Source: an optimization exercise on an open RTL-to-GDS flow (aim: small area and few clock cycles per item). Production flows keep margins and buffers that such runs may drop. RTL that was checked went through simulation tests only; none was proved equivalent to the original.

## before
Design fp_mult_pipe, start of the top module:
module fp_mult_pipe #(
   parameter int EXP_W = 8,
   parameter int MAN_W = 23
) (
   input  logic                 clk,
   input  logic                 rst_n,
   input  logic                 in_valid,
   output logic                 in_ready,
   input  logic [EXP_W+MAN_W:0] x,
   input  logic [EXP_W+MAN_W:0] y,
   output logic                 out_valid,
   input  logic                 out_ready,
   output logic [EXP_W+MAN_W:0] result
   ,
   output logic [3:0]           flags
);
   localparam int W  = 1 + EXP_W + MAN_W;
   localparam int SW = MAN_W + 1;
   localparam int PW = 2 * SW;
   localparam int XW = EXP_W + 2;
   localparam logic [XW-1:0] BIAS = XW'(2**(EXP_W-1) - 1);
   localparam logic [XW-1:0] EMAX = XW'(2**EXP_W - 1);
   localparam logic [EXP_W-1:0] EONES = '1;
   localparam logic [W-1:0] QNAN = {1'b0, EONES, 1'b1, {(MAN_W-1){1'b0}}};
   logic v_q;
   logic load;
   assign load      = ~v_q | out_ready;
   assign in_ready  = load;
  ...
For scale: roughly 41 flip-flops, roughly 110 I/O pins.
Settings: LEC_CHECK=0, CAP_MARGIN=20, CORE_MARGIN=2, CORE_UTILIZATION=40, CTS_BUF_LIST=sky130_fd_sc_hd__clkbuf_8, GPL_TIMING_DRIVEN=0, SLEW_MARGIN=20; clock period 7.5 ns.
standard.sh (not shown) runs the stock make flow with config.mk's settings and CLKGATE_MAP_FILE= SYNTH_SCRIPT=/design/flow/synth_recipe.tcl, a recipe that flattens the netlist after the stock synthesis.
==> flow/flow/run.sh <==
#!/bin/bash
# Layout flow: the standard ORFS flow (standard.sh) with three changes:
#  - synthesis skips Yosys's generic `abc -fast` pass (synth -noabc), so the full
#    adders written in the RTL reach extract_fa as written;
#  - the final ABC technology mapping uses flow/abc.script (area recovery under a
#    delay target, then gate sizing) instead of ORFS's abc_speed.script;
#  - every port is buffered by a buf_2 instead of the default clkdlybuf4s50_1.
set -euo pipefail
cd "$(dirname "$0")/.."
W=$(pwd)
export FLOW_SYNTH_TCL=$W/synth_recipe.tcl
export FLOW_ABC_SCRIPT=$W/flow/abc.script
export BUFFER_PORTS_ARGS="-buffer_cell sky130_fd_sc_hd__buf_2"
bash standard.sh synth SYNTH_ARGS=-noabc SYNTH_SCRIPT=$W/flow/synth.tcl > synth.log 2>&1
bash standard.sh finish SYNTH_ARGS=-noabc SYNTH_SCRIPT=$W/flow/synth.tcl > layout.log 2>&1
==> flow/flow/abc.script <==
strash
ifraig
dch -f
map -D 5500
topo
stime -c
buffer -c
upsize -c -D 5500
dnsize -c -D 5500
==> flow/flow/synth.tcl <==
# The standard flow's synthesis script (synth_recipe.tcl, sourced below unchanged), with the
# technology-mapping ABC run given our own script (flow/abc.script) in place of
# ORFS's abc_speed.script.  Only the combinational mapping changes; registers are
# mapped before ABC runs and keep their standard-synthesis names and cells.
proc abc {args} {
  set i [lsearch -exact $args -script]
  if { $i >= 0 } {
    lset args [expr {$i + 1}] $::env(FLOW_ABC_SCRIPT)
    puts "flow/synth.tcl: abc -script $::env(FLOW_ABC_SCRIPT)"
  }
  yosys abc {*}$args
}
source $::env(FLOW_SYNTH_TCL)
Testbench counts of before, summed over its fixed seeds: cycles 16,008, items 16,000.
### before -> after
--- a/flow/design.v
+++ b/flow/design.v
@@ -1324,24 +1324,31 @@
    assign rnd0  = ph_q[0] & (st_q | ph_q[1]);
    assign rnd   = msb ? rnd1 : rnd0;
    assign inx   = ph_q[0] | st_q | (msb & ph_q[1]);
    always_comb begin
       ones[0] = 1'b1;
       for (int i = 1; i < SW; i++)
          ones[i] = ones[i-1] & man_n[i-1];
    end
    assign frac = man_n[MAN_W-1:0] ^ ({MAN_W{rnd}} & ones[MAN_W-1:0]);
-   assign cry  = rnd & ones[SW-1] & man_n[SW-1];
+   assign cry  = rnd & (&ph_q[SW:2]) & (msb | ph_q[1]);
    logic [XW-1:0] e_s;
+   logic [2:0]    ovf_k, unf_k;
    assign e_s = {1'b0, e_q} + XW'(msb) + XW'(cry);
    assign e_o = e_s[EXP_W-1:0] - BIAS[EXP_W-1:0];
-   assign ovf = (e_s >= EMAX + BIAS);
-   assign unf = (e_s <= BIAS);
+   always_comb begin
+      for (int k = 0; k < 3; k++) begin
+         ovf_k[k] = ({1'b0, e_q} + XW'(k)) >= EMAX + BIAS;
+         unf_k[k] = ({1'b0, e_q} + XW'(k)) <= BIAS;
+      end
+   end
+   assign ovf = (msb & cry) ? ovf_k[2] : (msb | cry) ? ovf_k[1] : ovf_k[0];
+   assign unf = (msb & cry) ? unf_k[2] : (msb | cry) ? unf_k[1] : unf_k[0];
    logic [W-1:0] r_d;
    logic [3:0]   f_d;
    always_comb begin
       r_d = {s_q, e_o, frac};
       f_d = {3'b000, inx};
       case (sc_q)
          2'b11: begin
             r_d = QNAN;
             f_d = {inv_q, 3'b000};
==> comparison <==
- For the non-clock buffer count in the final layout, after came in 4.3% higher than before did.
- Diff after..before | footprint of the flip-flops and latches | unchanged
- On register area share after synthesis, before and after are neck and neck.
- Buffering overhead up 0.24 points in after wrt before
- Sequential share of layout area across before and after: no real change.
- Compared with before, in after global-route wire length before repair moved up, final hold slack moved down, cell count moved up, final global-route overflow total level, core utilization of the finished layout moved up.
- The portion of netlist area occupied by mux cells was comparable across before and after.
The RTL of after was laid out without a check of its function.

[static timing again, ports no longer ideal]
No port has a modelled driver above. Below, the same layouts with a new extraction and two added sets of constraints.
Step 1, drivers: a clkbuf_16 drives clk and a buf_2 each remaining input, both assumed.
Step 2 also shifts input and output timing later by t, the mid clock arrival at the registers, as if the neighbouring blocks saw the same clock.
Three values: ideal ports, drivers, drivers and shift; two values: the first two.
run | t, ns | setup WS [ns] | clock arrival spread, ns
before | 0.319 | 0.172 / 0.175 / -0.143 | 0.005 / 0.005
after | 0.325 | 0.135 / 0.140 / -0.185 | 0.011 / 0.012
Met with ideal ports but missed after step 2: setup timing in before and after. The setup slack of after, which loses most, moves by +0.005 ns with the drivers and by -0.320 ns with both steps.
